This is an optimization exercise on Yosys and OpenROAD, whose aim is small area, a short achievable clock period and few clock cycles per item, not a production implementation.
At most, simulation tests tie the RTL to the original design; equivalence was not proved.
Power is estimated from default activity; no workload was simulated.

Setup of v23:
Design byte_coded_alu_cpu_step, start of the top module:
module byte_coded_alu_cpu_step (
  input  logic        clk,
  input  logic        rst_n,
  input  logic        in_valid,
  output logic        in_ready,
  input  logic [32:0] in_data,
  output logic        out_valid,
  input  logic        out_ready,
  output logic [44:0] out_data
);
clock: 7.0 ns
lec_check: 0
cap_margin: 20
core_margin: 2
core_utilization: 30
place_density: 0.5
setup_slack_margin: 2.5
slew_margin: 20
run.sh (not shown) runs the stock make flow with config.mk's settings and CLKGATE_MAP_FILE= SYNTH_SCRIPT=/design/flow/synth_recipe.tcl, a recipe that flattens the netlist after the stock synthesis.
Testbench counts of v23, summed over its fixed seeds: cycles 46,836, items 24,000.
[inputs] v14 vs v23
-- flow/design.v --
<<< v23, line 111
  logic [4:0]  cnt;
  logic        u_sx, u_sy, u_isdiv;
  logic        u_y1;
  logic        u_x01;          
  logic [5:0]  lz_d_r, lz_v_r;
  function automatic logic [33:0] ks_add(input logic [33:0] a, input logic [33:0] b,
>>> v14, line 111
  logic [4:0]  cnt;
  logic        u_sx, u_sy, u_isdiv;
  logic        u_y1;           
  logic [5:0]  lz_d_r, lz_v_r;
  function automatic logic [33:0] ks_add(input logic [33:0] a, input logic [33:0] b,
<<< v23, line 262
      c_pc = pc_long;
      case (us)
        U_MUL: if (u_x01) begin
          unit_done = 1'b1; c_wv = M[0] ? Q : 32'd0;
        end else if (m_last) begin
          unit_done = 1'b1; c_wv = usum[31:0];
        end
>>> v14, line 261
      c_pc = pc_long;
      case (us)
        U_MUL: if (m_last) begin
          unit_done = 1'b1; c_wv = usum[31:0];
        end
<<< v23, line 384
      bd1 <= booth_dec(yo[3:1]);
      m_last <= uniform29(yo[31:3]);
      u_x01  <= (xo[31:1] == 31'd0);
    end else if (start_div) begin
      M       <= {yo[31], yo};
>>> v14, line 381
      bd1 <= booth_dec(yo[3:1]);
      m_last <= uniform29(yo[31:3]);
    end else if (start_div) begin
      M       <= {yo[31], yo};
<<< v23, line 390
    end else begin
      case (us)
        U_MUL: if (!m_last && !u_x01) begin
          M   <= {1'b0, M[27:0], 4'd0};
          Q   <= {{4{Q[31]}}, Q[31:4]};
>>> v14, line 386
    end else begin
      case (us)
        U_MUL: if (!m_last) begin
          M   <= {1'b0, M[27:0], 4'd0};
          Q   <= {{4{Q[31]}}, Q[31:4]};
<<< v23, line 424
    end else begin
      case (us)
        U_MUL: if (!m_last && !u_x01) P <= usum[31:0];
        U_ALIGN: if (!sh_neg && !u_y1) begin
          if (u_sx) P <= usum[31:0];
>>> v14, line 420
    end else begin
      case (us)
        U_MUL: if (!m_last) P <= usum[31:0];
        U_ALIGN: if (!sh_neg && !u_y1) begin
          if (u_sx) P <= usum[31:0];
Results
Each of the runs, namely v23 and v14, reached the end of the flow and came out clean. The hold slack was comparable across v23 and v14. Total internal power for v14 is lower than for v23. Area of the core | v14 below v23. Compared with v23, in v14 switching share of power climbed 1.0 points, sequential cell area fraction in the yosys report +1.2 points, total design power moved up, residual DRC count now sits at about the same level. Across both runs, multi-input gate area in the final layout was lower for v14 than for v23. Die: v14 smaller than v23.
Testbench counts of v14, summed over its fixed seeds: cycles 47,875, items 24,000.

---

the reference run:
Another version of the RTL of byte_coded_alu_cpu_step (not shown whole).
For scale: about 36,000 um2 of cells after synthesis.
make LEC_CHECK=0 CAP_MARGIN=20 CORE_MARGIN=2 CORE_UTILIZATION=30 PLACE_DENSITY=0.5 SLEW_MARGIN=20 finish   # period 7.0 ns
Testbench counts of the reference run, summed over its fixed seeds: cycles 51,230, items 24,000.
Modified inputs, the trial run compared to the reference run
diff --git a/flow/design.v b/flow/design.v
--- a/flow/design.v
+++ b/flow/design.v
@@ -162,27 +162,46 @@
       default: ;
     endcase
     cs_s = ta ^ tb ^ tc;
     cs_c = {((ta[32:0] & tb[32:0]) | (ta[32:0] & tc[32:0]) | (tb[32:0] & tc[32:0])), cin0};
     usum = cs_s + cs_c + {33'd0, cin1};
   end
-  function automatic logic [5:0] bitlen(input logic [31:0] v);
-    logic [5:0] n;
-    n = 6'd0;
-    for (int i = 0; i < 32; i++) if (v[i]) n = 6'(i + 1);
-    bitlen = n;
+  function automatic logic [5:0] clz32(input logic [31:0] v);
+    logic [15:0] a1; logic [15:0] c1;
+    logic [7:0]  a2; logic [1:0] c2 [8];
+    logic [3:0]  a3; logic [2:0] c3 [4];
+    logic [1:0]  a4; logic [3:0] c4 [2];
+    logic [4:0]  c5;
+    for (int i = 0; i < 16; i++) begin
+      a1[i] = v[2*i+1] | v[2*i];
+      c1[i] = !v[2*i+1];
+    end
+    for (int i = 0; i < 8; i++) begin
+      a2[i] = a1[2*i+1] | a1[2*i];
+      c2[i] = a1[2*i+1] ? {1'b0, c1[2*i+1]} : {1'b1, c1[2*i]};
+    end
+    for (int i = 0; i < 4; i++) begin
+      a3[i] = a2[2*i+1] | a2[2*i];
+      c3[i] = a2[2*i+1] ? {1'b0, c2[2*i+1]} : {1'b1, c2[2*i]};
+    end
+    for (int i = 0; i < 2; i++) begin
+      a4[i] = a3[2*i+1] | a3[2*i];
+      c4[i] = a3[2*i+1] ? {1'b0, c3[2*i+1]} : {1'b1, c3[2*i]};
+    end
+    c5 = a4[1] ? {1'b0, c4[1]} : {1'b1, c4[0]};
+    clz32 = (a4[1] | a4[0]) ? {1'b0, c5} : 6'd32;
   endfunction
-  logic [5:0] bl_d, bl_v0, bl_v;
+  logic [5:0] lz_d, lz_v0, lz_v;
   logic [6:0] sh_full;
   logic       sh_neg;
   logic [4:0] sh;
   always_comb begin
-    bl_d    = bitlen(P) + {5'd0, u_sx};
-    bl_v0   = bitlen(M[31:0] ^ {32{u_sy}});
-    bl_v    = (bl_v0 == 6'd0) ? 6'd1 : bl_v0;
-    sh_full = {1'b0, bl_d} - {1'b0, bl_v};
+    lz_d    = clz32(P);
+    lz_v0   = clz32(M[31:0] ^ {32{u_sy}});
+    lz_v    = lz_v0[5] ? 6'd31 : lz_v0;
+    sh_full = {1'b0, lz_v} - {1'b0, lz_d} + {6'd0, u_sx};
     sh_neg  = sh_full[6];
     sh      = sh_full[4:0];
   end
   logic        ge;
   logic [31:0] r_next, q_next, dval;
   logic        dneg;
==> notes.md <==
Number of diodes added for antenna fixing delta for the trial run relative to the reference run: 2 higher. Looking at sequential power share, the trial run sits 2.1 points lower than the reference run does. The trial run — cell depth of the worst setup path 3 higher, the reference run as reference. Compared with the reference run, the trial run shows final cell count that has gone up by a few percent. From the reference run to the trial run the numbers moved as follows: clock network fraction of design power dropped 1.7 points; post-route fraction of the period consumed by the critical path dropped 0.65 points; starting utilization of the core area barely changed; power density relative to cell area climbed 30 nW/um2; total length of routed wires climbed 8.4 mm. Proportion of synthesized chip area in sequential cells (the trial run over the reference run): decrease, 0.38 points. The trial run finished every step from synthesis to the final layout, and the layout passed the timing, DRC and antenna checks. Final critical-path required period on the trial run is down relative to the reference run.
No functional check of the RTL was part of the trial run.

static timing again, ports no longer ideal:
No port has a modelled driver above. Below, the same layouts with a new extraction and two added sets of constraints.
Step 1 (the two cells are an assumption about what drives the block):
set clk [get_ports {clk}]
set_driving_cell -lib_cell sky130_fd_sc_hd__clkbuf_16 $clk
set_driving_cell -lib_cell sky130_fd_sc_hd__buf_2 [delete_from_list [all_inputs] $clk]
Step 2 also shifts input and output timing later by t, the mid clock arrival at the registers, as if the neighbouring blocks saw the same clock.
Three values: ideal ports, drivers, drivers and shift; two values: the first two.
run | shift t [ns] | slack for setup (ns) | worst setup path after step 2 | latest minus earliest clock arrival (ns) | pins driven straight from the clock port
v23 | 0.699 | 1.804 / 1.804 / 1.738 | input to register | 0.089 / 0.089 | 1
v14 | 0.727 | 1.920 / 1.920 / 1.920 | register to register | 0.054 / 0.054 | 1
the reference run | 0.724 | 0.227 / 0.227 / 0.227 | register to register | 0.048 / 0.048 | 1
the trial run | 0.757 | 0.272 / 0.272 / 0.272 | register to register | 0.050 / 0.050 | 1
After both steps setup and hold are still met in every run listed. For v23, which loses most, drivers alone change the setup slack by 0.000 ns; drivers and shift together by -0.066 ns.
